Context: an optimization exercise on an open-source flow, tuned for small area. The choices shown serve that exercise and are no tape-out recipe.
Only simulation tests tie the RTL to the original design; equivalence was not proved.
No activity file was given, so power comes from the tool's default toggle rates.

==> flow/config.mk <==
export PLATFORM = sky130hd
export DESIGN_NAME = register_bank
export DESIGN_NICKNAME = register_bank
export VERILOG_FILES = /design/flow/design.v
export SDC_FILE = /design/flow/constraint.sdc
export NUM_CORES = 4
export LEC_CHECK = 0
export CAP_MARGIN = 20
export CORE_MARGIN = 2
export CORE_UTILIZATION = 45
export PLACE_DENSITY = 0.6
export SLEW_MARGIN = 20
export SYNTH_HIERARCHICAL = 1
==> flow/constraint.sdc <==
create_clock -name core_clock -period 7.0 [get_ports {clock}]
set_input_delay 1.4000 -clock core_clock [delete_from_list [all_inputs] [get_ports {clock}]]
set_output_delay 1.4000 -clock core_clock [all_outputs]
set_load 0.01 [all_outputs]
==> flow/design.v <==
package core_pkg;
  localparam int unsigned DATA_WIDTH = 32;
  localparam int unsigned ADDR_WIDTH = 5;
  localparam int unsigned REG_ZERO   = 0;
  localparam logic [5:0] OP_OUT = 6'b011100;
  localparam logic [5:0] OP_MOV = 6'b011101;
endpackage
module sat_counter #(
  parameter int unsigned WIDTH = 8
) (
  input  logic             clock,
  input  logic             reset,
  input  logic             increment,
  input  logic             clear,
  output logic [WIDTH-1:0] count
);
  logic [WIDTH-1:0] count_q;
  always_ff @(posedge clock) begin
    if (!reset) begin
      count_q <= '0;
    end else if (increment) begin
      if (clear) begin
        count_q <= WIDTH'(1);
      end else if (count_q != {WIDTH{1'b1}}) begin
        count_q <= count_q + WIDTH'(1);
      end
    end else if (clear) begin
      count_q <= '0;
    end
  end
  assign count = count_q;
endmodule
module register_bank #(
  parameter int unsigned DATA_WIDTH    = core_pkg::DATA_WIDTH,
  parameter int unsigned ADDR_WIDTH    = core_pkg::ADDR_WIDTH,
  parameter int unsigned ERR_CNT_WIDTH = 8
) (
  input  logic                     clock,
  input  logic                     reset,
  input  logic [ADDR_WIDTH-1:0]    readAddrA,
  input  logic [ADDR_WIDTH-1:0]    readAddrB,
  output logic [DATA_WIDTH-1:0]    dataA,
  output logic [DATA_WIDTH-1:0]    dataB,
  input  logic                     writeEnable,
  input  logic [ADDR_WIDTH-1:0]    writeAddr,
  input  logic [DATA_WIDTH-1:0]    writeData,
  input  logic                     aluError,
  input  logic                     outEnable,
  output logic [DATA_WIDTH-1:0]    outData,
  input  logic                     errorClear,
  output logic                     errorFlag,
  output logic [ERR_CNT_WIDTH-1:0] errorCount
);
  localparam int unsigned NumRegs = 2 ** ADDR_WIDTH;
  logic                  commit;
  logic                  suppress;
  logic [DATA_WIDTH-1:0] wdata;       
  logic [NumRegs-1:1]    wsel;        
  logic [NumRegs-1:1]    wen;         
  logic [NumRegs-1:1]    decA, decB;      
  logic [NumRegs-1:1]    rselA, rselB;
  logic                  bypA, bypB;
  logic [DATA_WIDTH-1:0] out_q;
  logic                  flag_q;
  assign commit   = writeEnable && !aluError;
  assign suppress = writeEnable && aluError;
  assign wdata    = writeData & {DATA_WIDTH{reset}};
  for (genvar i = 1; i < NumRegs; i++) begin : g_dec
    assign wsel[i]  = commit && (writeAddr == ADDR_WIDTH'(i));
    assign wen[i]   = wsel[i] || !reset;
    assign decA[i]  = (readAddrA == ADDR_WIDTH'(i));
    assign decB[i]  = (readAddrB == ADDR_WIDTH'(i));
    assign rselA[i] = reset && decA[i] && !wsel[i];
    assign rselB[i] = reset && decB[i] && !wsel[i];
  end
  assign bypA = |(wsel & decA);
  assign bypB = |(wsel & decB);
  logic [DATA_WIDTH-1:0] regs_q [NumRegs-1:1];
  logic [(NumRegs-1)*DATA_WIDTH-1:0] regs_flat;   
  for (genvar i = 1; i < NumRegs; i++) begin : g_reg
    always_ff @(posedge clock) begin
      if (wen[i]) regs_q[i] <= wdata;
    end
    assign regs_flat[(i-1)*DATA_WIDTH +: DATA_WIDTH] = regs_q[i];
  end
  rb_read_port #(.WIDTH(DATA_WIDTH)) u_rdA (
    .sel (rselA), .regs_flat (regs_flat), .byp (bypA), .wdata (wdata), .data (dataA)
  );
  rb_read_port #(.WIDTH(DATA_WIDTH)) u_rdB (
    .sel (rselB), .regs_flat (regs_flat), .byp (bypB), .wdata (wdata), .data (dataB)
  );
  always_ff @(posedge clock) begin
    if (outEnable || !reset) out_q <= wdata;
  end
  always_ff @(posedge clock) begin
    if (!reset) begin
      flag_q <= 1'b0;
    end else if (suppress) begin
      flag_q <= 1'b1;
    end else if (errorClear) begin
      flag_q <= 1'b0;
    end
  end
  sat_counter #(
    .WIDTH (ERR_CNT_WIDTH)
  ) u_err_cnt (
    .clock     (clock),
    .reset     (reset),
    .increment (suppress),
    .clear     (errorClear),
    .count     (errorCount)
  );
  assign outData   = out_q;
  assign errorFlag = flag_q;
endmodule
module rb_read_port #(
  parameter int unsigned WIDTH = 32
) (
  input  logic [31:1]          sel,
  input  logic [31*WIDTH-1:0]  regs_flat,
  input  logic                 byp,
  input  logic [WIDTH-1:0]     wdata,
  output logic [WIDTH-1:0]     data
);
  for (genvar b = 0; b < WIDTH; b++) begin : g_bit
    logic [31:0] d;
    for (genvar i = 1; i < 32; i++) begin : g_d
      assign d[i] = regs_flat[(i-1)*WIDTH + b];
    end
    assign d[0] = wdata[b];
    rb_sel32 u_sel (.s ({sel, byp}), .d (d), .y (data[b]));
  end
endmodule
module rb_sel32 (
  input  logic [31:0] s,
  input  logic [31:0] d,
  output logic        y
);
  logic [10:0] n;
  logic [2:0]  p;
  for (genvar g = 0; g < 10; g++) begin : g_ao
    rb_aoi222 u_aoi (
      .a1 (s[3*g]),   .a2 (d[3*g]),
      .b1 (s[3*g+1]), .b2 (d[3*g+1]),
      .c1 (s[3*g+2]), .c2 (d[3*g+2]),
      .y  (n[g])
    );
  end
  rb_aoi22 u_aoi_last (.a1 (s[30]), .a2 (d[30]), .b1 (s[31]), .b2 (d[31]), .y (n[10]));
  rb_nand4 u_p0 (.a (n[0]), .b (n[1]), .c (n[2]),  .d (n[3]), .y (p[0]));
  rb_nand4 u_p1 (.a (n[4]), .b (n[5]), .c (n[6]),  .d (n[7]), .y (p[1]));
  rb_nand3 u_p2 (.a (n[8]), .b (n[9]), .c (n[10]),            .y (p[2]));
  rb_or3   u_y  (.a (p[0]), .b (p[1]), .c (p[2]),             .y (y));
endmodule
module rb_aoi222 (
  input  logic a1, a2, b1, b2, c1, c2,
  output logic y
);
  assign y = ~((a1 & a2) | (b1 & b2) | (c1 & c2));
endmodule
module rb_aoi22 (
  input  logic a1, a2, b1, b2,
  output logic y
);
  assign y = ~((a1 & a2) | (b1 & b2));
endmodule
module rb_nand4 (
  input  logic a, b, c, d,
  output logic y
);
  assign y = ~(a & b & c & d);
endmodule
module rb_nand3 (
  input  logic a, b, c,
  output logic y
);
  assign y = ~(a & b & c);
endmodule
module rb_or3 (
  input  logic a, b, c,
  output logic y
);
  assign y = a | b | c;
endmodule
==> flow/run.sh <==
#!/bin/bash
# synth_recipe.tcl (not shown) runs the flow's synth.tcl, then flattens the netlist and writes it again
# the make line also repeats each setting of config.mk as NAME=value (left out here)
make -C /OpenROAD-flow-scripts/flow DESIGN_CONFIG=/design/flow/config.mk WORK_HOME=/design/flow/orfs CLKGATE_MAP_FILE= SYNTH_SCRIPT=/design/flow/synth_recipe.tcl finish
==> flow_summary_export.csv, run 1 <==
group,metric,value,unit
detailed_routing,wl_per_cell,40.0,um
global_routing,grt_pass1_vias,31400,
critical_path,cpMostUsedCell,"clkdlybuf4s50_1",
sta,setup_viol,0,
final_layout,fill_cells,7109,
sta,tightest_slew,1220,ps
die,pin_count,158,
sta,slew_headroom,18.0,%
sta,fmax,0.145,GHz
yosys,synthesis.area,41700,um2
final_layout,final_area,50900,um2
yosys,yosysUniqueCellTypes,65,
die,die-area,95100,um2
sta,fin_crit,6910,ps
yosys,synthFlopType,"edfxtp_1",
pwr,p_clk_share,39.1,%
clocking,cts.sinks,1033,
status,status,"finished clean",
pwr,irDropWorstVdd,241,uV
clocking,htree_levels,3,
yosys,ys_ff_latch,1033,
detailed_routing,top_layer,"met5",
clocking,clockBufferDepth,3,
critical_path,crit_type,"in2out",
detailed_routing,drc_errors,0,
clocking,clk_latency,670,ps
yosys,async_flop_share,0,%
pwr,p_switching,3.35,mW
final_layout,layout.cells.non_filler,4111,
global_routing,overflow,0,
detailed_routing,routed_wl,164,mm
yosys,synth_cells,2335,
yosys,synth_edf_count,1024,
global_routing,grt_max_degree,38,
place,dpl_cell_area,47400,um2
die,die_h,308,um
worst_hold_path,hold_path.class,"reg2reg",
detailed_routing,ant_nets,0,
yosys,synth_top_family_by_area,"compound AO/OA/AOI/OAI gates",
sta,clock-skew-final,3.22,ps
place,hpwl,96.8,mm
yosys,synth_xor_xnor_area_share,0.126,%
yosys,yosys.area_share.simple,6.82,%
detailed_routing,routed_via_density,7.88,
place,dp_cells,3915,
die,initial_utilization,45.4,%
critical_path,path_delay_family,"simple AND/OR/NAND/NOR gates",
yosys,synth_adder_area_share,0.0300,%
pwr,internal_power,10.9,mW
sta,maxSlewViolCount,0,
pwr,p_leak,16.4,nW
global_routing,grt_first_pass_wirelength,227,mm
die,rows,111,
critical_path,critPathSlowestCell,"clkdlybuf4s50_1",
critical_path,crit_path_end_kind,"output pin",
die,core,91800,um2
critical_path,cp.required,5600,ps
yosys,synthesis.nets,2389,
yosys,seq_area_frac_synth,74.2,%
critical_path,slowest_delay,590,ps
yosys,ys_warn_count,9,
detailed_routing,wl_met2,74.1,mm
pwr,p_total,14.3,mW
final_layout,area_delta_synth_final,22.0,%
flow_run,drv_cap,0,
global_routing,grt_usage,33.7,%
pwr,p_seq_share,53.6,%
critical_path,path_cells,"clkdlybuf4s50_1, nor2b_1, nand2_1, o22ai_1, a211o_1, or4_1, buf_12, a222oi_1, nand4_1, or3_1, clkdlybuf4s50_1",
yosys,synth_compound_area_share,18.3,%
sta,hold_viol_final,0,
detailed_routing,dr.pass1.iters,13,
detailed_routing,drtIter0Drc,8710,
clocking,clkTransAtPathRegs,60,ps
clocking,cts_tree,"built",
final_layout,nNetsFinal,2833,
sta,final.period_utilization,98.7,%
pwr,swShare,23.5,%
pwr,power_frac_comb,7.3,%
place,routabilityCongestion,0.911,
pwr,power_density,281,nW/um2
detailed_routing,wl_met3,25.1,mm
yosys,avgSynthCellArea,17.9,um2
critical_path,critPathBufInv,3,
final_layout,drive_above_1_share,18.9,%
critical_path,path_max_fanout,32,
sta,tns,0,ps
detailed_routing,vias,32400,
die,die_x,308,um
detailed_routing,wl_met1,56.9,mm
critical_path,critPathArrivalTime,5510,ps
yosys,muxShareOfSynthArea,0.0480,%
global_routing,antenna_found_initial,21,
clocking,cts-root-buf,"clkbuf_16",
clocking,cts-buffers-inserted,105,
place,numPortBuffers,157,
critical_path,cp-start-kind,"input port",
==> metal layers <==
layer,global-route usage (%),vias up
met5,0.310,-
met3,9.01,552
li1,-,12400
met4,16.4,14
met1,44.8,16200
met2,51.5,3232
==> Yosys stat by module, one instance, submodules excluded, excerpt <==
module	flip-flops and latches	area (um2)	copies in the design	cells inside
rb_aoi22	0	12.5	64	1
rb_aoi222	0	10.0	640	1
rb_nand3	0	5.00	64	1
rb_nand4	0	6.26	128	1
rb_or3	0	6.26	64	1
register_bank	1025	32500	1	1318
==> stage by stage <==
stage / hold WS (ps) / setup WS [ps] / utilization [%]
after global placement: 525 / 49.7 / 51.6
final: 546 / 93.0 / 55.4
after global routing: 582 / -3.56 / 55.4
after detailed placement: 537 / 36.6 / 51.6
after CTS: 547 / 3.31 / 55.3
after floorplan: 530 / 6.41 / -
==> path summary, 6_finish.rpt <==
path	start	to	slack (ps)	depth (start not counted)
setup / recovery	readAddrB[2]	dataB[30]	90	11
hold / removal	u_err_cnt.count_q[1]	u_err_cnt.count_q[1]	550	2
setup reg to reg	u_err_cnt.count_q[0]	u_err_cnt.count_q[0]	5480	4
hold reg to reg	u_err_cnt.count_q[1]	u_err_cnt.count_q[1]	550	2
==> worst min-delay path, delay by kind of cell, from the launching register on <==
kind	cells	cell delay, ps
muxes	1	60
and+or+nand+nor	1	80
DFF	1	360
==> cells in the mapped netlist, drive strengths merged (3+ instances only) <==
library cell	count	area (um2)
edfxtp	1024	30700
a222oi	640	6410
nand4	138	863
or3	72	450
nand3	71	355
nor3	69	345
a22oi	65	808
o21ai	36	184
and2	34	214
nand2	21	78.8
clkbuf	20	75.1
buf	16	87.6
nand2b	13	81.3
dfxtp	9	180
inv	7	26.3
or3b	7	63.8
or4	7	52.6
nand3b	6	45.0
nor2b	6	37.5
nor4	6	37.5
nor2	5	18.8
a21oi	4	20.0
nand4b	4	35.0
nor3b	4	30.0
xor2	4	35.0
a211oi	3	27.5
nor4b	3	26.3
nor4bb	3	36.3
o31a	3	26.3
or2	3	18.8
==> flip-flops by register name, indices dropped and copies added, names as in the netlist <==
signal             count
u_err_cnt.count_q      8
regs_q               992
out_q                 32
flag_q                 1
==> cell families (layout without fill, tap and decap cells) <==
group | Yosys count | count (layout)
DFF | 1033 | 1033
xor gates and xnor gates | 6 | 6
muxes | 2 | 2
other | 0 | 4
AOI/OAI and AO/OA | 772 | 772
adders and majority gates | 1 | 1
buffers and inverters | 43 | 572
and+or+nand+nor | 478 | 478
==> power by group through the flow <==
| stage | sequential, mW | combinational [mW] | clock, mW |
|---|---|---|---|
| 2_1_floorplan | 7.71 | 0.396 | 0 |
| 3_3_place_gp | 7.72 | 1.00 | 0 |
| 3_5_place_dp | 7.76 | 1.01 | 0 |
| 4_1_cts | 7.64 | 1.02 | 5.62 |
| 5_1_grt | 7.70 | 1.07 | 5.85 |
| 6_report | 7.65 | 1.05 | 5.58 |
==> cells in the final DEF (no fill, tap or decap), types with 29 or more instances in the layout <==
cell type / instances
edfxtp_1: 1024
a222oi_1: 640
buf_4: 184
clkdlybuf4s50_1: 147
nand4_1: 138
clkbuf_16: 106
nand3_1: 71
or3_1: 69
a22oi_2: 64
nor3_2: 54
and2_1: 33
buf_12: 33
o21ai_4: 31
clkinv_1: 29
==> cell type report <==
cell class,instances,area (um2),area share (%)
sequential,1033,30900,60.8
multi-input combinational,1259,11300,22.2
timing repair buffer,373,3630,7.13
clock buffer,117,2690,5.30
tap,1243,1560,3.06
clock inverter,75,711,1.40
inverter,7,26.3,0.0517
antenna,4,10.0,0.0197
==> repair_timing <==
item	CTS	global route
setup endpoints to repair	0	19
hold buffers	0	0
setup buffers	0	0
gates resized for setup	0	15
==> inputs of run 2 (changes only) <==
--- a/flow/design.v
+++ b/flow/design.v
@@ -55,9 +55,7 @@
   logic                  commit;
   logic                  suppress;
   logic [DATA_WIDTH-1:0] wdata;       
-  logic [NumRegs-1:1]    wsel;        
   logic [NumRegs-1:1]    wen;         
-  logic [NumRegs-1:1]    decA, decB;      
   logic [NumRegs-1:1]    rselA, rselB;
   logic                  bypA, bypB;
   logic [DATA_WIDTH-1:0] out_q;
@@ -65,16 +63,28 @@
   assign commit   = writeEnable && !aluError;
   assign suppress = writeEnable && aluError;
   assign wdata    = writeData & {DATA_WIDTH{reset}};
+  logic       hitA, hitB;        
+  logic [3:0] wlo, alo, blo;     
+  logic [7:0] whi, ahi, bhi;     
+  assign hitA = commit && (writeAddr == readAddrA);
+  assign hitB = commit && (writeAddr == readAddrB);
+  for (genvar k = 0; k < 4; k++) begin : g_lo
+    assign wlo[k] = (writeAddr[1:0] == 2'(k));
+    assign alo[k] = (readAddrA[1:0] == 2'(k));
+    assign blo[k] = (readAddrB[1:0] == 2'(k));
+  end
+  for (genvar j = 0; j < 8; j++) begin : g_hi
+    assign whi[j] = commit && (writeAddr[4:2] == 3'(j));
+    assign ahi[j] = reset && !hitA && (readAddrA[4:2] == 3'(j));
+    assign bhi[j] = reset && !hitB && (readAddrB[4:2] == 3'(j));
+  end
   for (genvar i = 1; i < NumRegs; i++) begin : g_dec
-    assign wsel[i]  = commit && (writeAddr == ADDR_WIDTH'(i));
-    assign wen[i]   = wsel[i] || !reset;
-    assign decA[i]  = (readAddrA == ADDR_WIDTH'(i));
-    assign decB[i]  = (readAddrB == ADDR_WIDTH'(i));
-    assign rselA[i] = reset && decA[i] && !wsel[i];
-    assign rselB[i] = reset && decB[i] && !wsel[i];
+    assign wen[i]   = (whi[i/4] || !reset) && (wlo[i%4] || !reset);
+    assign rselA[i] = ahi[i/4] && alo[i%4];
+    assign rselB[i] = bhi[i/4] && blo[i%4];
   end
-  assign bypA = |(wsel & decA);
-  assign bypB = |(wsel & decB);
+  assign bypA = hitA && (readAddrA != '0);
+  assign bypB = hitB && (readAddrB != '0);
   logic [DATA_WIDTH-1:0] regs_q [NumRegs-1:1];
   logic [(NumRegs-1)*DATA_WIDTH-1:0] regs_flat;   
   for (genvar i = 1; i < NumRegs; i++) begin : g_reg
==> flow/flow/run.sh (new file) <==
#!/bin/bash
# Standard ORFS layout (standard.sh, synthesis unchanged) with two layout
# settings changed: ports are buffered with a small buffer instead of the
# default pick, and CTS builds its tree from small clock buffers without
# dummy loads.
set -euo pipefail
bash standard.sh \
  "BUFFER_PORTS_ARGS=-buffer_cell sky130_fd_sc_hd__buf_1" \
  "CTS_ARGS=-sink_clustering_enable -repair_clock_nets -dont_use_dummy_load -buf_list {sky130_fd_sc_hd__clkbuf_4 sky130_fd_sc_hd__clkbuf_8} -sink_clustering_size 16 -sink_clustering_max_diameter 45" \
  finish > standard.log 2>&1
==> flow/standard.sh (new file) <==
#!/bin/bash
# synth_recipe.tcl (not shown) runs the flow's synth.tcl, then flattens the netlist and writes it again
# the make line also repeats each setting of config.mk as NAME=value (left out here)
make -C /OpenROAD-flow-scripts/flow DESIGN_CONFIG=/design/flow/config.mk WORK_HOME=/design/flow/orfs CLKGATE_MAP_FILE= SYNTH_SCRIPT=/design/flow/synth_recipe.tcl "${@:-finish}"
removed: flow/run.sh
==> run 2 against run 1 <==
  * Non-clock buffer count is 66 lower
  * Clock-buffer cell count is 9 lower
  * Global-route usage is 1.4 points higher
  * Clock skew is 14 ps higher
  * Sequential share of layout area is 4.8 points higher
  * Die area is 0.37% lower
  * Combinational power hardly changed
  * Wire length is 4.7% higher
  * Power is 15% lower
  * Via count is 0.53% lower
  * Worst hold slack better by 19 ps
  * Critical path depth stayed put
==> flow_summary_export.csv, run 2 <==
group,metric,value,unit
status,status,"finished clean",
pwr,power_frac_comb,8.8,%
pwr,p_seq_share,64.0,%
pwr,p_leak,14.1,nW
clocking,cts_resized,0,
pwr,internal_power,9.04,mW
die,rows,111,
yosys,synthesis.area,41500,um2
final_layout,regMostFlops,"regs_q",
critical_path,path_cells,"buf_1, xor2_1, nor2_4, buf_4, a21oi_4, buf_16, buf_4, a222oi_1, nand4_1, or3_1, buf_1",
final_layout,layout.cells.non_filler,3872,
pwr,irDropWorstVdd,139,uV
die,die_x,308,um
die,core,91500,um2
sta,maxSlewViolCount,0,
clocking,clockBufferDepth,3,
yosys,synthesis.nets,2352,
yosys,synth_common_cells,"1024 x edfxtp_1, 640 x a222oi_1, 134 x nand4_1",
global_routing,antenna_found_initial,12,
sta,fin_crit,6480,ps
yosys,seq_area_frac_synth,74.5,%
global_routing,grtUsageMet3,14.4,%
detailed_routing,routed_wl,172,mm
place,numPortBuffers,157,
place,routabilityCongestion,0.914,
flow_run,drv_cap,0,
final_layout,layout_common_cells,"1024 x edfxtp_1, 640 x a222oi_1, 156 x buf_1",
critical_path,cp-start-kind,"input port",
yosys,yosys.area.top_type,"edfxtp_1",
sta,tns,0,ps
critical_path,critPathSlowestCell,"nor2_4",
critical_path,cp.required,5600,ps
critical_path,crit_path_end_kind,"output pin",
critical_path,crit_type,"in2out",
sta,clock-skew-final,16.9,ps
place,dp_cells,3755,
yosys,synth_cells,2298,
detailed_routing,dr.pass1.iters,17,
place,hpwl,96.2,mm
detailed_routing,ant_nets,0,
yosys,async_flop_share,0,%
global_routing,gr-max-usage-layer,"met2",
yosys,yosysUniqueCellTypes,53,
global_routing,grt_usage,35.1,%
sta,tightest_slew,1340,ps
sta,rsz0062_at_grt,"no",
die,die-area,94800,um2
critical_path,slowest_delay,570,ps
detailed_routing,vias,32200,
global_routing,grt_use_met2,49.0,%
global_routing,overflow,0,
final_layout,top_regs,"regs_q x992, out_q x32, u_err_cnt.count_q x8",
sta,whs,565,ps
final_layout,nNetsFinal,2736,
global_routing,grt_first_pass_wirelength,232,mm
global_routing,met1_usage,46.8,%
final_layout,mostFrequentLayoutCell,"edfxtp_1",
sta,slew_headroom,10.7,%
final_layout,area_delta_synth_final,13.5,%
pwr,power_density,257,nW/um2
clocking,cts_tree,"built",
clocking,cts_setup_buffers,0,
place,place_ws,718,ps
yosys,synthFlopType,"edfxtp_1",
die,die_h,308,um
detailed_routing,drc_errors,0,
clocking,cts.sinks,1033,
global_routing,grt_max_degree,35,
yosys,avgSynthCellArea,18.1,um2
clocking,cts-root-buf,"clkbuf_8",
yosys,yosysMostFrequentCell,"edfxtp_1",
die,pin_count,158,
sta,fmax,0.154,GHz
yosys,synth_edf_count,1024,
sta,hold_viol_final,0,
detailed_routing,drtIter0Drc,9685,
final_layout,drive_above_1_share,16.1,%
yosys,ys_warn_count,9,
clocking,htree_levels,3,
yosys,synth_top_area_share,74.0,%
detailed_routing,routed_via_density,8.32,
global_routing,grt_pass1_vias,30600,
worst_hold_path,hold_path.class,"reg2reg",
yosys,synth.area.top_cells,"edfxtp_1 74%, a222oi_1 15%, nand4_1 2.0%",
sta,setup_viol,0,
clocking,cts-buffers-inserted,108,
final_layout,largest_reg_flops,992,
sta,setup_ws,522,ps
pwr,p_switching,3.06,mW
pwr,swShare,25.3,%
pwr,p_clk_share,27.2,%
die,initial_utilization,45.4,%
yosys,ys_ff_latch,1033,
sta,final.period_utilization,92.5,%
critical_path,path_max_fanout,17,
clocking,clkTransAtPathRegs,80,ps
clocking,holdBufCountCts,0,
detailed_routing,wl_per_cell,44.4,um
final_layout,fill_cells,7387,
clocking,clk_latency,770,ps
critical_path,critPathArrivalTime,5080,ps
-- run 2: worst paths after layout --
check,from,end,slack (ps),cells past startpoint
min,u_err_cnt.count_q[1],u_err_cnt.count_q[1],570,2
max,writeAddr[3],dataB[27],520,11
max reg2reg,u_err_cnt.count_q[0],u_err_cnt.count_q[1],5440,4
min reg2reg,u_err_cnt.count_q[1],u_err_cnt.count_q[1],570,2
-- run 2: kinds of logic after synthesis --
family                     count (synthesis)  synth area share (%)
and+or+nand+nor                          419                  5.84
buffers and inverters                     42                 0.575
xor gates and xnor gates                  10                 0.211
adders and majority gates                  1                0.0301
DFF                                     1033                  74.5
AOI/OAI and AO/OA                        791                  18.8
muxes                                      2                0.0482
-- run 2: critical path: cells and delay by family --
kind / cells / cell delay, ps
AO/OA/AOI/OAI: 2 / 710
XOR/XNOR: 1 / 170
buffers and inverters: 5 / 1490
AND/OR/NAND/NOR: 3 / 1240
-- run 2: through the flow --
step / utilization (%) / cell area, um2 / power, mW
floorplan: - / 41500 / 8.22
global placement: 49.7 / 45500 / 8.82
detailed placement: 49.8 / 45500 / 8.87
CTS: 51.4 / 47000 / 12.0
global route: 51.5 / 47100 / 12.4
finish: 51.5 / 47100 / 12.1
-- run 2: per-layer routing --
metal  wire length [um]  part of all wire (%)
met5                 72                 0.042
met4               9880                   5.7
met3              32000                    19
met2              70900                    41
met1              59200                    34
-- run 2: layout make-up --
class,count,area (um2),share of cell area [%]
clock buffers,108,1490,3.15
multi-input cells,1223,11300,24.0
diodes,6,15.0,0.0319
well taps,1186,1480,3.15
flip-flops and latches,1033,30900,65.6
repair buffers,307,1860,3.94
inverters,9,33.8,0.0717
-- run 2: power by group through the flow --
stage / clock network (mW) / logic [mW] / registers (mW)
floorplan: 0 / 0.443 / 7.78
global placement: 0 / 1.00 / 7.81
detailed placement: 0 / 1.02 / 7.85
CTS: 3.31 / 1.02 / 7.72
global route: 3.52 / 1.07 / 7.78
finish: 3.30 / 1.06 / 7.74
-- run 2: per-module statistics from Yosys (local to each module, per instance), excerpt --
module,cell area [um2],flip-flops and latches,times used,cells inside
rb_aoi22,12.5,0,64,1
rb_aoi222,10.0,0,640,1
rb_nand3,5.00,0,64,1
rb_nand4,6.26,0,128,1
rb_or3,6.26,0,64,1
register_bank,32300,1025,1,1281
==> inputs of run 3 (changes only) <==
--- a/flow/config.mk
+++ b/flow/config.mk
@@ -7,7 +7,7 @@
 export LEC_CHECK = 0
 export CAP_MARGIN = 20
 export CORE_MARGIN = 2
-export CORE_UTILIZATION = 45
-export PLACE_DENSITY = 0.6
+export CORE_UTILIZATION = 35
+export PLACE_DENSITY = 0.45
 export SLEW_MARGIN = 20
 export SYNTH_HIERARCHICAL = 1
==> run 3 against run 2 <==
  * Still clean on timing, DRC and antenna
  * Worst hold slack got worse by 30 ps
  * Cell count is 10% higher
  * Non-clock buffer count increased by 28
  * Sequential power barely moved
  * Wire length increased by 8.8%
  * Critical endpoint is now dataB[0]
  * Highest routed layer unchanged
==> flow_summary_export.csv, run 3 <==
group,metric,value,unit
die,initial_utilization,35.2,%
clocking,cts-buffers-inserted,133,
sta,whs,536,ps
final_layout,nNetsFinal,2789,
critical_path,cp-start-kind,"input port",
global_routing,grt_max_degree,35,
final_layout,largest_reg_flops,992,
yosys,synthFlopType,"edfxtp_1",
die,pin_count,158,
die,core,118000,um2
sta,fmax,0.152,GHz
detailed_routing,ant_nets,0,
sta,fin_crit,6570,ps
clocking,cts_resized,0,
final_layout,area_delta_synth_final,16.2,%
pwr,p_seq_share,61.2,%
critical_path,critPathArrivalTime,5170,ps
critical_path,cp.required,5600,ps
clocking,clk_latency,820,ps
yosys,synthesis.area,41500,um2
clocking,cts_tree,"built",
pwr,p_clk_share,29.9,%
yosys,synth_top_area_share,74.0,%
pwr,power_density,262,nW/um2
detailed_routing,vias,31500,
pwr,p_switching,3.26,mW
detailed_routing,drc_errors,0,
yosys,synthesis.nets,2352,
final_layout,top_regs,"regs_q x992, out_q x32, u_err_cnt.count_q x8",
yosys,yosysMostFrequentCell,"edfxtp_1",
critical_path,path_max_fanout,23,
global_routing,grt_usage,30.0,%
yosys,async_flop_share,0,%
critical_path,crit_path_end_kind,"output pin",
detailed_routing,wl_per_cell,43.8,um
clocking,clockBufferDepth,3,
sta,tightest_slew,1300,ps
worst_hold_path,hold_path.class,"reg2reg",
die,die_h,348,um
sta,clock-skew-final,37.6,ps
sta,setup_viol,0,
place,routabilityCongestion,0.918,
sta,maxSlewViolCount,0,
die,rows,126,
yosys,ys_ff_latch,1033,
final_layout,utilization,40.9,%
yosys,avgSynthCellArea,18.1,um2
detailed_routing,routed_wl,187,mm
status,status,"finished clean",
pwr,power_frac_comb,8.9,%
detailed_routing,routed_via_density,7.37,
pwr,swShare,25.8,%
final_layout,mostFrequentLayoutCell,"edfxtp_1",
global_routing,grt_pass1_vias,29800,
clocking,cts_setup_buffers,0,
flow_run,drv_cap,0,
pwr,internal_power,9.37,mW
critical_path,crit_type,"in2out",
yosys,ys_warn_count,9,
pwr,p_total,12.6,mW
sta,slew_headroom,13.2,%
final_layout,regMostFlops,"regs_q",
place,numPortBuffers,157,
yosys,synth_common_cells,"1024 x edfxtp_1, 640 x a222oi_1, 134 x nand4_1",
final_layout,drive_above_1_share,17.8,%
final_layout,layout_common_cells,"1024 x edfxtp_1, 640 x a222oi_1, 156 x buf_1, 156 x buf_4, 134 x nand4_1",
pwr,p_leak,14.5,nW
sta,tns,0,ps
clocking,cts.sinks,1033,
place,hpwl,115,mm
clocking,cts-root-buf,"clkbuf_8",
detailed_routing,drtIter0Drc,7983,
die,die_x,348,um
sta,rsz0062_at_grt,"no",
sta,hold_viol_final,0,
global_routing,antenna_found_initial,19,
die,die-area,121000,um2
global_routing,grt_first_pass_wirelength,250,mm
yosys,synth_edf_count,1024,
yosys,seq_area_frac_synth,74.5,%
sta,final.period_utilization,93.8,%
yosys,synth.area.top_cells,"edfxtp_1 74%, a222oi_1 15%, nand4_1 2.0%",
clocking,holdBufCountCts,0,
global_routing,overflow,0,
yosys,yosysUniqueCellTypes,53,
yosys,synth_cells,2298,
clocking,htree_levels,4,
clocking,clkTransAtPathRegs,40,ps
pwr,irDropWorstVdd,163,uV
detailed_routing,dr.pass1.iters,14,
yosys,yosys.area.top_type,"edfxtp_1",
[run 3: cell counts after synthesis]
No cell type changed its count.
[run 3: per-module statistics from Yosys (local to each module, per instance), excerpt]
module | flops+latches | area [um2] | cells inside
rb_nand4 | 0 | 6.26 | 1
rb_aoi222 | 0 | 10.0 | 1
rb_nand3 | 0 | 5.00 | 1
rb_or3 | 0 | 6.26 | 1
register_bank | 1025 | 32300 | 1281
rb_aoi22 | 0 | 12.5 | 1
[run 3: cells by family after synthesis]
logic type	Yosys count	share of synthesized area [%]
flip-flops	1033	74.5
AO/OA/AOI/OAI	791	18.8
AND/OR/NAND/NOR	419	5.84
buffers and inverters	42	0.575
XOR/XNOR	10	0.211
multiplexers	2	0.0482
adder cells (fa/ha/maj)	1	0.0301
[run 3: power groups by stage]
| stage | Sequential, mW | Clock [mW] | Combinational (mW) |
|---|---|---|---|
| 6_report | 7.74 | 3.77 | 1.12 |
| 5_1_grt | 7.79 | 4.05 | 1.15 |
| 4_1_cts | 7.72 | 3.83 | 1.10 |
| 3_5_place_dp | 7.85 | 0 | 1.10 |
| 3_3_place_gp | 7.82 | 0 | 1.09 |
| 2_1_floorplan | 7.78 | 0 | 0.443 |
[run 3: layout make-up]
cell class                      count  area, um2
Tap cell                         1536       1920
Fill cell                       10600      69600
Clock buffer                      133       1830
Sequential cell                  1033      30900
Inverter                            9       33.8
Antenna cell                        7       17.5
Multi-Input combinational cell   1223      11300
Timing Repair Buffer              335       2210
[run 3: worst max-delay path, cell delays in order]
cell and delay (ps):
buf_1 390, nor4bb_1 930, nand2_1 210, a21oi_4 880, buf_4 390, a222oi_1 120, nand4_1 410, or3_1 220
buf_1 180
[run 3: path summary, 6_finish.rpt]
| kind | to | slack [ps] | depth (start not counted) | from |
|---|---|---|---|---|
| worst max-delay path | dataB[0] | 430 | 9 | readAddrB[2] |
| worst min register to register | flag_q | 540 | 2 | flag_q |
| worst max register to register | u_err_cnt.count_q[0] | 5460 | 4 | u_err_cnt.count_q[1] |
| worst min-delay path | flag_q | 540 | 2 | flag_q |
[run 3: layer usage]
layer  GRT usage, %  wire length (um)
met4           10.4              6770
met3           10.9             27300
met5          0.320               115
met1           40.1             71600
met2           44.8             81500
[run 3: stage by stage]
| step | instances | setup slack, ps | cell area [um2] |
|---|---|---|---|
| CTS | 4267 | 609 | 48200 |
| global route | 4272 | 403 | 48300 |
| global placement | 4129 | 665 | 46300 |
| floorplan | 2298 | 52.1 | 41500 |
| finish | 4276 | 433 | 48300 |
| detailed placement | 4134 | 612 | 46400 |
==> inputs of run 4 (changes only) <==
==> flow/flow/run.sh (replaced) <==
#!/bin/bash
# Standard ORFS layout (standard.sh, synthesis unchanged) with two layout
# settings changed: ports are buffered with a small buffer instead of the
# default pick, and CTS builds its tree from clkbuf_8 clusters of up to 16
# sinks without dummy loads. make's output goes to standard.log; each ORFS
# step keeps its own log under orfs/logs/.
set -euo pipefail
bash standard.sh \
  "BUFFER_PORTS_ARGS=-buffer_cell sky130_fd_sc_hd__buf_1" \
  "CTS_ARGS=-sink_clustering_enable -repair_clock_nets -dont_use_dummy_load -buf_list {sky130_fd_sc_hd__clkbuf_8} -sink_clustering_size 16 -sink_clustering_max_diameter 60" \
  finish > standard.log 2>&1
--- a/flow/config.mk
+++ b/flow/config.mk
@@ -7,7 +7,7 @@
 export LEC_CHECK = 0
 export CAP_MARGIN = 20
 export CORE_MARGIN = 2
-export CORE_UTILIZATION = 35
-export PLACE_DENSITY = 0.45
+export CORE_UTILIZATION = 45
+export PLACE_DENSITY = 0.6
 export SLEW_MARGIN = 20
 export SYNTH_HIERARCHICAL = 1
==> run 4 against run 3 <==
  * Register-to-register slack lost 30 ps
  * Sequential share of layout area is 2.2 points higher
  * Largest cell class unchanged
  * Critical path depth increased by 1
  * Critical endpoint is now dataB[27]
  * Flip-flop and latch count did not move
  * Sequential power is essentially flat
  * Setup slack gained 69 ps
  * Highest routed layer unchanged
  * Utilization is 10 points higher
  * Via count rose by 2.1%
==> flow_summary_export.csv, run 4 <==
group,metric,value,unit
status,status,"finished clean",
sta,slew_headroom,11.5,%
yosys,yosys.area.top_type,"edfxtp_1",
critical_path,crit_type,"in2out",
die,die_x,308,um
sta,clock-skew-final,1.52,ps
yosys,yosysMostFrequentCell,"edfxtp_1",
yosys,synth_cells,2298,
yosys,ys_ff_latch,1033,
worst_hold_path,hold_path.class,"reg2reg",
detailed_routing,wl_per_cell,44.6,um
yosys,synth_edf_count,1024,
yosys,seq_area_frac_synth,74.5,%
final_layout,layout.cells.non_filler,3843,
flow_run,drv_cap,0,
critical_path,path_max_fanout,19,
detailed_routing,routed_via_density,8.37,
pwr,p_leak,13.9,nW
sta,tns,0,ps
yosys,synth.area.top_cells,"edfxtp_1 74%, a222oi_1 15%, nand4_1 2.0%",
sta,final.period_utilization,92.8,%
detailed_routing,drtIter0Drc,9476,
yosys,yosysUniqueCellTypes,53,
global_routing,grt_first_pass_wirelength,231,mm
yosys,muxShareOfSynthArea,0.0482,%
global_routing,overflow,0,
clocking,htree_levels,3,
final_layout,mostFrequentLayoutCell,"edfxtp_1",
final_layout,final_area,46700,um2
yosys,avgSynthCellArea,18.1,um2
yosys,synth_top_area_share,74.0,%
sta,tightest_slew,1320,ps
place,dp_cells,3755,
detailed_routing,drc_errors,0,
yosys,synth_common_cells,"1024 x edfxtp_1, 640 x a222oi_1, 134 x nand4_1",
pwr,irDropWorstVdd,156,uV
yosys,synthFlopType,"edfxtp_1",
sta,setup_viol,0,
yosys,synth_top_family_by_area,"compound AO/OA/AOI/OAI gates",
detailed_routing,dr.pass1.iters,14,
clocking,clkTransAtPathRegs,100,ps
die,pin_count,158,
place,dpl_cell_area,45500,um2
clocking,clk_latency,710,ps
clocking,cts.sinks,1033,
sta,fmax,0.154,GHz
detailed_routing,vias,32200,
clocking,cts_setup_buffers,0,
global_routing,grt_max_degree,35,
critical_path,critPathArrivalTime,5100,ps
die,initial_utilization,45.4,%
final_layout,drive_above_1_share,15.1,%
global_routing,antenna_found_initial,12,
clocking,cts_tree,"built",
final_layout,area_delta_synth_final,12.4,%
detailed_routing,ant_nets,0,
yosys,ys_warn_count,9,
place,routabilityCongestion,0.914,
global_routing,grt_usage,35.1,%
final_layout,regMostFlops,"regs_q",
place,numPortBuffers,157,
final_layout,top_regs,"regs_q x992, out_q x32, u_err_cnt.count_q x8",
clocking,holdBufCountCts,0,
clocking,cts-root-buf,"clkbuf_8",
yosys,synth_adder_area_share,0.0301,%
critical_path,crit_path_end_kind,"output pin",
yosys,synth_xor_xnor_area_share,0.211,%
detailed_routing,routed_wl,171,mm
final_layout,nNetsFinal,2705,
die,die_h,308,um
clocking,clockBufferDepth,3,
yosys,synthesis.nets,2352,
final_layout,utilization,51.0,%
critical_path,cp-start-kind,"input port",
pwr,p_total,11.7,mW
die,core,91500,um2
yosys,async_flop_share,0,%
sta,fin_crit,6500,ps
final_layout,fill_cells,7438,
die,rows,111,
critical_path,cp.required,5600,ps
yosys,yosys.area_share.simple,5.84,%
yosys,synth_compound_area_share,18.8,%
sta,hold_viol_final,0,
clocking,cts_resized,0,
yosys,synthesis.area,41500,um2
pwr,power_density,250,nW/um2
final_layout,layout_common_cells,"1024 x edfxtp_1, 640 x a222oi_1, 156 x buf_1",
final_layout,largest_reg_flops,992,
place,hpwl,96.2,mm
sta,maxSlewViolCount,0,
sta,rsz0062_at_grt,"no",
die,die-area,94800,um2
global_routing,grt_pass1_vias,30500,
clocking,cts-buffers-inserted,78,
## run 4: final timing paths
check	slack, ps	depth (start not counted)	from	to
hold / removal	590	2	u_err_cnt.count_q[1]	u_err_cnt.count_q[1]
setup reg to reg	5430	4	u_err_cnt.count_q[0]	u_err_cnt.count_q[1]
hold reg to reg	590	2	u_err_cnt.count_q[1]	u_err_cnt.count_q[1]
setup / recovery	500	10	writeAddr[3]	dataB[27]
## run 4: cell type report
type	instances	area, um2	area share (%)
Inverter	9	33.8	0.0724
Sequential cell	1033	30900	66.3
Antenna cell	8	20.0	0.0429
Multi-Input combinational cell	1223	11300	24.3
Tap cell	1186	1480	3.18
Clock buffer	78	1070	2.30
Timing Repair Buffer	306	1820	3.90
## run 4: worst max-delay path, stage by stage
cell	delay, ps
buf_1	300
xor2_1	170
nor2_4	580
buf_4	520
a21oi_4	360
buf_4	390
a222oi_1	420
nand4_1	190
or3_1	480
buf_1	170
## run 4: cell families (layout without fill, tap and decap cells)
logic type | after synthesis | after routing
flops | 1033 | 1033
compound gates | 791 | 791
simple gates | 419 | 419
buf+inv | 42 | 393
xor+xnor | 10 | 10
mux | 2 | 2
fa+ha+maj | 1 | 1
other cells | 0 | 8
## run 4: per-module statistics from Yosys, one instance, submodules excluded, excerpt
module / flip-flops and latches / area (um2) / cells inside / times used
rb_nand4: 0 / 6.26 / 1 / 128
rb_aoi222: 0 / 10.0 / 1 / 640
rb_aoi22: 0 / 12.5 / 1 / 64
rb_or3: 0 / 6.26 / 1 / 64
rb_nand3: 0 / 5.00 / 1 / 64
register_bank: 1025 / 32300 / 1281 / 1
## run 4: power breakdown
group          leakage, nW  switching, mW  internal (mW)
logic                 4.02          0.823          0.238
clock network        0.561           1.86           1.00
registers             9.32          0.297           7.44
## run 4: per-layer routing
| layer | routed length [um] | up-vias | track usage, % | share of wire, % |
|---|---|---|---|---|
| met5 | 154 | - | 0.827 | 0.090 |
| li1 | - | 11900 | - | - |
| met1 | 59300 | 16000 | 46.9 | 35 |
| met2 | 70500 | 3664 | 48.9 | 41 |
| met3 | 31500 | 636 | 14.3 | 18 |
| met4 | 10000 | 12 | 18.4 | 5.9 |
## run 4: metrics by stage
step / hold slack [ps] / setup slack [ps]
after detailed placement: 564 / 718
after CTS: 580 / 703
after global routing: 589 / 475
after floorplan: 523 / 52.1
final: 591 / 502
after global placement: 516 / 837
==> inputs of run 5 (changes only) <==
--- a/flow/design.v
+++ b/flow/design.v
@@ -15,18 +15,12 @@
   output logic [WIDTH-1:0] count
 );
   logic [WIDTH-1:0] count_q;
+  logic             load;
+  logic [WIDTH-1:0] next;
+  assign load = !reset || clear || (increment && (count_q != {WIDTH{1'b1}}));
+  assign next = (reset && increment) ? (clear ? WIDTH'(1) : count_q + WIDTH'(1)) : '0;
   always_ff @(posedge clock) begin
-    if (!reset) begin
-      count_q <= '0;
-    end else if (increment) begin
-      if (clear) begin
-        count_q <= WIDTH'(1);
-      end else if (count_q != {WIDTH{1'b1}}) begin
-        count_q <= count_q + WIDTH'(1);
-      end
-    end else if (clear) begin
-      count_q <= '0;
-    end
+    if (load) count_q <= next;
   end
   assign count = count_q;
 endmodule
@@ -146,8 +140,9 @@
   input  logic [31:0] d,
   output logic        y
 );
-  logic [10:0] n;
-  logic [2:0]  p;
+  logic [9:0] n;
+  logic       t;
+  logic [2:0] p;
   for (genvar g = 0; g < 10; g++) begin : g_ao
     rb_aoi222 u_aoi (
       .a1 (s[3*g]),   .a2 (d[3*g]),
@@ -156,10 +151,10 @@
       .y  (n[g])
     );
   end
-  rb_aoi22 u_aoi_last (.a1 (s[30]), .a2 (d[30]), .b1 (s[31]), .b2 (d[31]), .y (n[10]));
+  rb_ao22  u_ao_last (.a1 (s[30]), .a2 (d[30]), .b1 (s[31]), .b2 (d[31]), .y (t));
   rb_nand4 u_p0 (.a (n[0]), .b (n[1]), .c (n[2]),  .d (n[3]), .y (p[0]));
   rb_nand4 u_p1 (.a (n[4]), .b (n[5]), .c (n[6]),  .d (n[7]), .y (p[1]));
-  rb_nand3 u_p2 (.a (n[8]), .b (n[9]), .c (n[10]),            .y (p[2]));
+  rb_nand3b u_p2 (.a_n (t), .b (n[8]), .c (n[9]),             .y (p[2]));
   rb_or3   u_y  (.a (p[0]), .b (p[1]), .c (p[2]),             .y (y));
 endmodule
 module rb_aoi222 (
@@ -168,11 +163,17 @@
 );
   assign y = ~((a1 & a2) | (b1 & b2) | (c1 & c2));
 endmodule
-module rb_aoi22 (
+module rb_ao22 (
   input  logic a1, a2, b1, b2,
   output logic y
 );
-  assign y = ~((a1 & a2) | (b1 & b2));
+  assign y = (a1 & a2) | (b1 & b2);
+endmodule
+module rb_nand3b (
+  input  logic a_n, b, c,
+  output logic y
+);
+  assign y = ~(!a_n & b & c);
 endmodule
 module rb_nand4 (
   input  logic a, b, c, d,
@@ -180,12 +181,6 @@
 );
   assign y = ~(a & b & c & d);
 endmodule
-module rb_nand3 (
-  input  logic a, b, c,
-  output logic y
-);
-  assign y = ~(a & b & c);
-endmodule
 module rb_or3 (
   input  logic a, b, c,
   output logic y
==> run 5 against run 4 <==
  * Clock power is 3% higher
  * Global-route usage is 1.1 points lower
  * Still clean
  * Flip-flop and latch count stayed put
  * Critical path type unchanged
  * Largest power group unchanged
  * Fmax is 0.69% lower
  * Cell count is 0.44% higher
  * Largest cell class unchanged
==> flow_summary_export.csv, run 5 <==
group,metric,value,unit
sta,rsz0062_at_grt,"no",
clocking,clk_latency,730,ps
final_layout,layout_common_cells,"1032 x edfxtp_1, 640 x a222oi_1, 156 x buf_1",
final_layout,layout.cells.non_filler,3860,
yosys,synth_common_cells,"1032 x edfxtp_1, 640 x a222oi_1, 131 x nand4_1",
detailed_routing,ant_nets,0,
clocking,htree_levels,3,
critical_path,crit_type,"in2out",
yosys,synth.area.top_cells,"edfxtp_1 75%, a222oi_1 15%, nand4_1 2.0%",
critical_path,reg2reg_slack,5270,ps
detailed_routing,vias,31200,
yosys,async_flop_share,0,%
clocking,clockBufferDepth,3,
sta,tightest_slew,1280,ps
pwr,irDropWorstVdd,160,uV
critical_path,cp-start-kind,"input port",
yosys,yosysUniqueCellTypes,47,
final_layout,fill_cells,7448,
sta,slew_headroom,14.4,%
die,die_x,307,um
critical_path,reg2reg_from,"u_err_cnt.count_q[0]",
yosys,yosys.area.top_type,"edfxtp_1",
place,numPortBuffers,157,
place,hpwl,98.9,mm
detailed_routing,drtIter0Drc,9161,
sta,fmax,0.153,GHz
clocking,cts-root-buf,"clkbuf_8",
clocking,cts.sinks,1033,
critical_path,crit_path_end_kind,"output pin",
final_layout,regMostFlops,"regs_q",
global_routing,grt_pass1_vias,29600,
yosys,avgSynthCellArea,18.2,um2
sta,maxSlewViolCount,0,
final_layout,area_delta_synth_final,13.6,%
yosys,synthesis.area,41400,um2
flow_run,drv_cap,0,
die,die_h,307,um
clocking,clkTransAtPathRegs,90,ps
yosys,ys_warn_count,9,
global_routing,grt_usage,34.0,%
sta,whs,509,ps
yosys,synth_top_area_share,74.9,%
worst_hold_path,hold_start,"flag_q",
status,status,"finished clean",
final_layout,mostFrequentLayoutCell,"edfxtp_1",
detailed_routing,drc_errors,0,
pwr,power_frac_comb,9.2,%
final_layout,utilization,51.4,%
worst_hold_path,hold_path_depth,2,
detailed_routing,dr.pass1.iters,13,
pwr,p_switching,3.01,mW
yosys,ys_ff_latch,1033,
worst_hold_path,holdPathEnd,"flag_q",
critical_path,r2r_end,"u_err_cnt.count_q[6]",
detailed_routing,routed_via_density,8.10,
pwr,p_clk_share,25.0,%
critical_path,critPathArrivalTime,5140,ps
critical_path,rr_worst_depth,4,
yosys,synth_cells,2280,
global_routing,overflow,0,
clocking,cts_setup_buffers,0,
yosys,seq_area_frac_synth,74.9,%
global_routing,grt_first_pass_wirelength,225,mm
yosys,yosysMostFrequentCell,"edfxtp_1",
sta,final.period_utilization,93.5,%
place,routabilityCongestion,0.930,
die,initial_utilization,45.3,%
pwr,p_leak,14.2,nW
clocking,cts_resized,0,
global_routing,antenna_found_initial,27,
sta,fin_crit,6540,ps
clocking,cts_tree,"built",
sta,hold_viol_final,0,
detailed_routing,routed_wl,166,mm
final_layout,drive_above_1_share,13.7,%
pwr,power_density,250,nW/um2
die,core,91400,um2
global_routing,grt_max_degree,35,
final_layout,top_regs,"regs_q x992, out_q x32, u_err_cnt.count_q x8",
pwr,swShare,25.6,%
die,rows,111,
critical_path,cp.required,5600,ps
yosys,synth_edf_count,1032,
sta,clock-skew-final,38.4,ps
worst_hold_path,hold_path.class,"reg2reg",
place,dp_cells,3767,
clocking,cts-buffers-inserted,82,
sta,tns,0,ps
clocking,holdBufCountCts,0,
pwr,p_seq_share,65.7,%
final_layout,nNetsFinal,2722,
yosys,synthFlopType,"edfxtp_1",
pwr,internal_power,8.74,mW
sta,setup_viol,0,
yosys,synthesis.nets,2334,
final_layout,largest_reg_flops,992,
die,die-area,94400,um2
detailed_routing,wl_per_cell,42.9,um
critical_path,path_max_fanout,32,
die,pin_count,158,
-- run 5: cell types whose count changed in the layout (fill, tap and decap cells not counted), moves of 8 or more --
cell      change
a22o_1       +64
dfxtp_1       -8
nand3_1      -63
edfxtp_1      +8
buf_4        +11
a22oi_2      -64
nand3b_1     +64
-- run 5: per-stage QoR --
stage	total power [mW]	worst slack, ps	cell area [um2]
after floorplan	8.22	1090	41400
after global placement	8.83	722	45500
after detailed placement	8.89	677	45800
after CTS	11.7	670	46900
after global routing	12.0	404	47000
final	11.7	456	47000
-- run 5: final cells by class --
class	instances	area [um2]	area share [%]
Clock buffer	82	1130	2.40
Inverter	8	30.0	0.0639
Antenna cell	8	20.0	0.0426
Tap cell	1186	1480	3.16
Timing Repair Buffer	333	2190	4.66
Sequential cell	1033	31000	66.0
Multi-Input combinational cell	1210	11100	23.7
-- run 5: metal layers --
layer	up-vias	global-route usage [%]	wire, um
met3	493	12.6	28800
met2	3112	48.8	69700
met4	16	14.4	7780
li1	11900	-	-
met5	-	0	158
met1	15800	46.5	59000
-- run 5: power groups by stage --
stage | Combinational, mW | Sequential, mW | Clock, mW
detailed placement | 1.05 | 7.85 | 0
global placement | 1.03 | 7.80 | 0
finish | 1.08 | 7.72 | 2.94
CTS | 1.05 | 7.71 | 2.96
floorplan | 0.440 | 7.78 | 0
global route | 1.10 | 7.77 | 3.17
-- run 5: per-module statistics from Yosys (local to each module, per instance), a selection --
module | area, um2 | flip-flops and latches
register_bank | 32300 | 1025
rb_aoi222 | 10.0 | 0
rb_ao22 | 8.76 | 0
rb_nand3b | 7.51 | 0
rb_nand4 | 6.26 | 0
rb_or3 | 6.26 | 0
-- run 5: cells by family after synthesis --
logic type	count (synthesis)	share of synthesized area, %
flip-flops	1033	74.9
AO/OA/AOI/OAI	787	18.2
AND/OR/NAND/NOR	409	6.09
buffers and inverters	37	0.490
XOR/XNOR	13	0.275
adder cells (fa/ha/maj)	1	0.0302
-- run 5: critical path: stages --
cell and delay [ps]:
buf_1 440, xor2_1 190, nor4_4 350, buf_12 330, a211oi_4 110, buf_4 290
buf_4 280, a222oi_1 430, nand4_1 580, or3_1 560, buf_1 140
-- run 5: how the worst max path moves through the flow --
stage,start,to,slack (ps),cells past startpoint
5_1_grt,readAddrA[1],dataA[19],400,11
2_1_floorplan,readAddrA[1],dataA[0],1090,8
3_5_place_dp,reset,dataB[21],680,10
3_3_place_gp,reset,dataB[9],720,10
6_report,readAddrA[1],dataA[19],460,11
4_1_cts,reset,dataB[21],670,10
==> inputs of run 6 (changes only) <==
--- a/flow/design.v
+++ b/flow/design.v
@@ -58,24 +58,24 @@
   assign suppress = writeEnable && aluError;
   assign wdata    = writeData & {DATA_WIDTH{reset}};
   logic       hitA, hitB;        
-  logic [3:0] wlo, alo, blo;     
-  logic [7:0] whi, ahi, bhi;     
+  logic [3:0] wlo_n, alo_n, blo_n;     
+  logic [7:0] whi_n, ahi_n, bhi_n;     
   assign hitA = commit && (writeAddr == readAddrA);
   assign hitB = commit && (writeAddr == readAddrB);
   for (genvar k = 0; k < 4; k++) begin : g_lo
-    assign wlo[k] = (writeAddr[1:0] == 2'(k));
-    assign alo[k] = (readAddrA[1:0] == 2'(k));
-    assign blo[k] = (readAddrB[1:0] == 2'(k));
+    assign wlo_n[k] = reset && (writeAddr[1:0] != 2'(k));
+    assign alo_n[k] = (readAddrA[1:0] != 2'(k));
+    assign blo_n[k] = (readAddrB[1:0] != 2'(k));
   end
   for (genvar j = 0; j < 8; j++) begin : g_hi
-    assign whi[j] = commit && (writeAddr[4:2] == 3'(j));
-    assign ahi[j] = reset && !hitA && (readAddrA[4:2] == 3'(j));
-    assign bhi[j] = reset && !hitB && (readAddrB[4:2] == 3'(j));
+    assign whi_n[j] = reset && !(commit && (writeAddr[4:2] == 3'(j)));
+    assign ahi_n[j] = !(reset && !hitA && (readAddrA[4:2] == 3'(j)));
+    assign bhi_n[j] = !(reset && !hitB && (readAddrB[4:2] == 3'(j)));
   end
   for (genvar i = 1; i < NumRegs; i++) begin : g_dec
-    assign wen[i]   = (whi[i/4] || !reset) && (wlo[i%4] || !reset);
-    assign rselA[i] = ahi[i/4] && alo[i%4];
-    assign rselB[i] = bhi[i/4] && blo[i%4];
+    rb_nor2 u_wen  (.a (whi_n[i/4]), .b (wlo_n[i%4]), .y (wen[i]));
+    rb_nor2 u_selA (.a (ahi_n[i/4]), .b (alo_n[i%4]), .y (rselA[i]));
+    rb_nor2 u_selB (.a (bhi_n[i/4]), .b (blo_n[i%4]), .y (rselB[i]));
   end
   assign bypA = hitA && (readAddrA != '0);
   assign bypB = hitB && (readAddrB != '0);
@@ -187,3 +187,9 @@
 );
   assign y = a | b | c;
 endmodule
+module rb_nor2 (
+  input  logic a, b,
+  output logic y
+);
+  assign y = ~(a | b);
+endmodule
==> run 6 against run 5 <==
  * Final area down 1.5%
  * Power increased by 0.45%
  * Critical path depth stayed put
  * Register-to-register slack is essentially flat
  * Clock skew decreased by 26 ps
  * Synthesized cell count is 1.7% lower
  * Fmax is 1.7% lower
  * Sequential power hardly changed
  * Largest cell class unchanged
==> flow_summary_export.csv, run 6 <==
group,metric,value,unit
status,status,"finished clean",
yosys,yosys.area.top_type,"edfxtp_1",
yosys,synthFlopType,"edfxtp_1",
clocking,cts-buffers-inserted,87,
place,hpwl,103,mm
pwr,p_total,11.8,mW
global_routing,grt_first_pass_wirelength,231,mm
detailed_routing,ant_nets,0,
detailed_routing,wl_met1,55.8,mm
yosys,async_flop_share,0,%
yosys,avgSynthCellArea,18.3,um2
sta,setup_viol,0,
sta,final.period_utilization,95.1,%
yosys,yosysMostFrequentCell,"edfxtp_1",
detailed_routing,wl_met2,76.1,mm
die,core,90100,um2
clocking,holdBufCountCts,0,
yosys,synth_edf_count,1032,
final_layout,regMostFlops,"regs_q",
clocking,cts_tree,"built",
yosys,synthesis.area,41000,um2
clocking,clockBufferDepth,3,
final_layout,mostFrequentLayoutCell,"edfxtp_1",
worst_hold_path,hold_start,"flag_q",
sta,hold_viol_final,0,
critical_path,reg2reg_from,"u_err_cnt.count_q[0]",
yosys,ys_warn_count,9,
yosys,synth_cells,2242,
worst_hold_path,hold_path.class,"reg2reg",
sta,maxSlewViolCount,0,
critical_path,cp.required,5600,ps
detailed_routing,drc_errors,0,
final_layout,drive_above_1_share,13.2,%
sta,slew_headroom,21.6,%
final_layout,area_delta_synth_final,12.8,%
clocking,htree_levels,3,
clocking,cts_resized,0,
global_routing,grt_usage,35.7,%
place,routabilityCongestion,0.989,
detailed_routing,drtIter0Drc,8982,
sta,fmax,0.150,GHz
yosys,ys_ff_latch,1033,
clocking,clk_latency,680,ps
flow_run,drv_cap,0,
detailed_routing,wl_per_cell,45.5,um
place,dp_cells,3710,
critical_path,path_max_fanout,18,
pwr,power_density,255,nW/um2
final_layout,nNetsFinal,2679,
global_routing,overflow,0,
pwr,p_leak,13.9,nW
detailed_routing,wl_met3,28.7,mm
clocking,cts.sinks,1033,
place,place_ws,642,ps
die,rows,110,
detailed_routing,routed_via_density,8.29,
critical_path,cp-start-kind,"input port",
final_layout,layout.cells.non_filler,3807,
yosys,synth_common_cells,"1032 x edfxtp_1, 640 x a222oi_1, 130 x nand4_1",
sta,clock-skew-final,12.3,ps
yosys,synth.area.top_cells,"edfxtp_1 76%, a222oi_1 16%, nand4_1 2.0%",
clocking,clkTransAtPathRegs,70,ps
global_routing,grt_pass1_vias,30300,
clocking,cts_setup_buffers,0,
pwr,irDropWorstVdd,133,uV
yosys,synthesis.nets,2296,
die,die_h,306,um
final_layout,layout_common_cells,"1032 x edfxtp_1, 640 x a222oi_1, 156 x buf_1",
sta,tightest_slew,1180,ps
die,initial_utilization,45.5,%
sta,setup_ws,340,ps
final_layout,top_regs,"regs_q x992, out_q x32, u_err_cnt.count_q x8",
detailed_routing,top_layer,"met5",
global_routing,grt_max_degree,35,
die,die_x,306,um
clocking,cts-root-buf,"clkbuf_8",
critical_path,crit_start,"readAddrA[1]",
detailed_routing,dr.pass1.iters,12,
sta,rsz0062_at_grt,"no",
global_routing,antenna_found_initial,10,
die,die-area,93600,um2
yosys,synth_top_area_share,75.5,%
sta,tns,0,ps
yosys,yosysUniqueCellTypes,38,
final_layout,largest_reg_flops,992,
critical_path,crit_type,"in2out",
detailed_routing,vias,31600,
critical_path,critPathArrivalTime,5260,ps
critical_path,crit_path_end_kind,"output pin",
sta,fin_crit,6660,ps
yosys,seq_area_frac_synth,75.6,%
place,numPortBuffers,157,
detailed_routing,routed_wl,173,mm
die,pin_count,158,
run 6: cell count changes after synthesis, moves of 8 or more:
cell	before	now
o21a_1	0	9
nor2_1	39	104
nand2_1	36	10
o2111ai_1	0	8
xor2_1	11	2
a21oi_2	10	0
a211oi_1	29	1
a21oi_1	30	3
run 6: per-module statistics from Yosys, one instance, submodules excluded, excerpt:
module         cells  copies in the design
rb_nand4           1                   128
rb_nand3b          1                    64
rb_aoi222          1                   640
rb_nor2            1                    93
rb_ao22            1                    64
rb_or3             1                    64
register_bank   1149                     1
run 6: kinds of logic after synthesis:
group | share of synthesized area, %
fa+ha+maj | 0.0305
buf+inv | 0.174
flops | 75.6
simple gates | 6.26
xor+xnor | 0.314
compound gates | 17.7
run 6: area by class of cell:
class	count	area (um2)
diodes	8	20.0
well taps	1176	1470
inverters	7	26.3
flip-flops and latches	1033	31000
fillers	7244	43900
repair buffers	303	1870
clock buffers	87	1200
multi-input cells	1193	10700
run 6: worst max-delay path, stage by stage:
cell,delay (ps)
buf_1,350
xnor2_1,230
nand4_4,220
o21ai_0,730
buf_4,310
nor2_4,160
buf_4,360
a222oi_1,450
nand4_1,250
or3_1,560
buf_1,180
run 6: worst paths after layout:
kind                                to  cells past startpoint  slack (ps)
setup / recovery              dataA[8]                     11         340
setup reg to reg  u_err_cnt.count_q[3]                      4        5260
hold / removal                  flag_q                      2         580
hold reg to reg                 flag_q                      2         580
run 6: per-layer routing:
layer | track usage (%) | vias to the layer above
li1 | - | 11700
met1 | 43.1 | 15700
met2 | 53.5 | 3454
met3 | 14.6 | 704
met4 | 21.8 | 20
met5 | 1.55 | -
run 6: power by group:
part | total, mW | switching (mW) | leakage [nW] | internal (mW)
logic | 1.04 | 0.803 | 3.97 | 0.232
registers | 7.73 | 0.284 | 9.35 | 7.44
clock network | 3.04 | 1.93 | 0.626 | 1.11
total | 11.8 | 3.02 | 13.9 | 8.79
run 6: per-stage QoR:
stage	hold WS (ps)	area, um2	util [%]
global placement	558	45000	49.9
floorplan	614	41000	-
finish	584	46300	51.3
CTS	591	46200	51.3
global route	640	46300	51.3
detailed placement	571	45000	49.9
==> inputs of run 7 (changes only) <==
==> flow/flow/run.sh (replaced) <==
#!/bin/bash
# Standard ORFS layout (standard.sh, synthesis unchanged) with two layout
# settings changed: ports are buffered with a small buffer instead of the
# default pick, and CTS builds its tree from clkbuf_8 clusters of up to 17
# sinks without dummy loads. make's output goes to standard.log; each ORFS
# step keeps its own log under orfs/logs/.
set -euo pipefail
bash standard.sh \
  "BUFFER_PORTS_ARGS=-buffer_cell sky130_fd_sc_hd__buf_1" \
  "CTS_ARGS=-sink_clustering_enable -repair_clock_nets -dont_use_dummy_load -buf_list {sky130_fd_sc_hd__clkbuf_8} -sink_clustering_size 17 -sink_clustering_max_diameter 70" \
  finish > standard.log 2>&1
==> run 7 against run 6 <==
  * Still clean on timing, DRC and antenna
  * Clock skew grew 7.6 ps
  * Non-clock buffer count decreased by 1
  * Critical path depth did not move
  * Clock power fell by 7.2%
  * Sequential share of layout area grew 0.31 points
  * Highest routed layer unchanged
==> flow_summary_export.csv, run 7 <==
group,metric,value,unit
yosys,yosysMostFrequentCell,"edfxtp_1",
yosys,yosys.area_share.simple,6.26,%
global_routing,grt_max_degree,35,
clocking,clockBufferDepth,3,
global_routing,antenna_found_initial,12,
final_layout,area_delta_synth_final,12.3,%
clocking,cts-buffers-inserted,73,
yosys,async_flop_share,0,%
place,place_ws,642,ps
sta,maxSlewViolCount,0,
yosys,synthesis.nets,2296,
clocking,cts_tree,"built",
sta,whs,585,ps
final_layout,regMostFlops,"regs_q",
die,rows,110,
yosys,ys_warn_count,9,
yosys,synth_top_family_by_area,"compound AO/OA/AOI/OAI gates",
critical_path,rr_worst_depth,4,
clocking,htree_levels,3,
sta,setup_viol,0,
global_routing,grt_pass1_vias,30200,
sta,tns,0,ps
flow_run,drv_cap,0,
sta,tightest_slew,1260,ps
clocking,cts_resized,0,
worst_hold_path,hold_path_depth,2,
detailed_routing,dr.pass1.iters,13,
yosys,synth_edf_count,1032,
sta,fin_crit,6690,ps
worst_hold_path,hold_path.class,"reg2reg",
yosys,synth_cells,2242,
place,numPortBuffers,157,
clocking,clk_latency,670,ps
clocking,cts-root-buf,"clkbuf_8",
critical_path,reg2reg_slack,5230,ps
worst_hold_path,hold_start,"flag_q",
detailed_routing,ant_nets,0,
sta,rsz0062_at_grt,"no",
pwr,irDropWorstVdd,127,uV
final_layout,top_regs,"regs_q x992, out_q x32, u_err_cnt.count_q x8",
final_layout,nNetsFinal,2664,
final_layout,largest_reg_flops,992,
place,hpwl,103,mm
detailed_routing,drtIter0Drc,9312,
yosys,synth_xor_xnor_area_share,0.314,%
sta,fmax,0.149,GHz
critical_path,path_max_fanout,32,
worst_hold_path,holdPathEnd,"flag_q",
sta,hold_viol_final,0,
critical_path,cp.required,5600,ps
die,initial_utilization,45.5,%
final_layout,drive_above_1_share,12.7,%
detailed_routing,routed_wl,173,mm
final_layout,fill_cells,7254,
yosys,muxShareOfSynthArea,0,%
yosys,synth_common_cells,"1032 x edfxtp_1, 640 x a222oi_1, 130 x nand4_1",
detailed_routing,vias,31500,
die,core,90100,um2
clocking,clkTransAtPathRegs,70,ps
final_layout,layout_common_cells,"1032 x edfxtp_1, 640 x a222oi_1, 156 x buf_1",
yosys,synth_compound_area_share,17.7,%
yosys,synth_top_area_share,75.5,%
sta,setup_ws,308,ps
yosys,synthesis.area,41000,um2
clocking,holdBufCountCts,0,
critical_path,crit_type,"in2out",
die,die_x,306,um
clocking,cts_setup_buffers,0,
critical_path,reg2reg_from,"u_err_cnt.count_q[0]",
critical_path,crit_path_end_kind,"output pin",
place,dp_cells,3710,
yosys,yosysUniqueCellTypes,38,
pwr,power_density,251,nW/um2
final_layout,layout.cells.non_filler,3793,
die,pin_count,158,
final_layout,utilization,51.1,%
critical_path,cp-start-kind,"input port",
status,status,"finished clean",
sta,final.period_utilization,95.6,%
yosys,synth_adder_area_share,0.0305,%
yosys,seq_area_frac_synth,75.6,%
final_layout,mostFrequentLayoutCell,"edfxtp_1",
sta,slew_headroom,15.6,%
detailed_routing,wl_per_cell,45.6,um
critical_path,r2r_end,"u_err_cnt.count_q[2]",
critical_path,critPathArrivalTime,5290,ps
yosys,synthFlopType,"edfxtp_1",
pwr,p_leak,13.8,nW
sta,clock-skew-final,20.0,ps
yosys,ys_ff_latch,1033,
yosys,synth.area.top_cells,"edfxtp_1 76%, a222oi_1 16%, nand4_1 2.0%",
global_routing,overflow,0,
detailed_routing,drc_errors,0,
clocking,cts.sinks,1033,
yosys,yosys.area.top_type,"edfxtp_1",
yosys,avgSynthCellArea,18.3,um2
detailed_routing,routed_via_density,8.30,
place,routabilityCongestion,0.989,
die,die-area,93600,um2
global_routing,grt_usage,35.6,%
die,die_h,306,um
global_routing,grt_first_pass_wirelength,231,mm
## run 7: worst max path at each step
| stage | start | endpoint | slack, ps |
|---|---|---|---|
| after detailed placement | writeAddr[4] | dataB[6] | 640 |
| after floorplan | writeAddr[2] | dataB[0] | 1310 |
| after CTS | writeAddr[4] | dataB[6] | 640 |
| after global placement | writeAddr[4] | dataB[6] | 750 |
| final | writeAddr[4] | dataB[23] | 310 |
| after global routing | writeAddr[4] | dataB[23] | 350 |
## run 7: layout make-up
type	count	area, um2	area share, %
diodes	9	22.5	0.0489
clock buffers	73	1000	2.18
repair buffers	302	1850	4.02
inverters	7	26.3	0.0570
well taps	1176	1470	3.19
multi-input cells	1193	10700	23.2
flip-flops and latches	1033	31000	67.3
## run 7: critical path, stage by stage
cell and delay (ps):
buf_1 350, xnor2_2 200, nand4_4 190, o2111ai_1 380
buf_4 250, nor2_2 40, buf_4 360, a222oi_1 1130
nand4_1 340, or3_1 470, buf_1 150
## run 7: kinds of logic (layout without fill, tap and decap cells)
family	after synthesis	count (layout)
buffers and inverters	16	382
adder cells (fa/ha/maj)	1	1
other	0	9
AO/OA/AOI/OAI	742	742
flip-flops	1033	1033
XOR/XNOR	13	13
AND/OR/NAND/NOR	437	437
## run 7: routing by layer
layer	GRT usage (%)	share of wire, %	vias to the layer above
met3	13.9	16	719
met2	53.3	44	3362
met4	21.5	7.0	16
li1	-	-	11700
met1	43.6	33	15700
met5	0	0.064	-
## run 7: stage by stage
stage	power, mW	cell area (um2)
final	11.6	46100
after detailed placement	8.83	45000
after CTS	11.5	46000
after global routing	11.8	46100
after floorplan	8.21	41000
after global placement	8.78	45000
## run 7: Yosys stat by module, one instance, submodules excluded, a selection
module,cells inside,flip-flops and latches,cell area [um2]
rb_nor2,1,0,3.75
rb_nand3b,1,0,7.51
rb_ao22,1,0,8.76
rb_aoi222,1,0,10.0
rb_nand4,1,0,6.26
rb_or3,1,0,6.26
register_bank,1149,1025,31600
## run 7: report_power, final
group / switching, mW / internal [mW] / leakage (nW)
Clock: 1.88 / 0.941 / 0.525
Combinational: 0.806 / 0.232 / 3.96
Sequential: 0.285 / 7.44 / 9.35

[separate check: timing with driven ports]
No port has a modelled driver above. Below, the same layouts with a new extraction and two added sets of constraints. Step 1 sets driving cells, clkbuf_16 on the clock port and buf_2 on the other inputs (assumed; they add their load-dependent delay and slew). Step 2 times the ports against the registers' clock, not the clock port: input delays grow and output delays shrink by t, the midpoint of the rising clock arrivals with the driver on. Three values: no drivers, after step 1, after step 2; two values: the first two.
run | t (ns) | setup slack, ns
run 1 | 0.740 | 0.093 / 0.061 / 0.061
run 2 | 0.807 | 0.522 / 0.491 / 0.491
run 3 | 0.885 | 0.433 / 0.399 / 0.399
run 4 | 0.747 | 0.502 / 0.471 / 0.471
run 5 | 0.770 | 0.456 / 0.362 / 0.362
run 6 | 0.780 | 0.340 / 0.228 / 0.228
run 7 | 0.764 | 0.308 / 0.260 / 0.260
After both steps setup and hold are still met in every run listed.
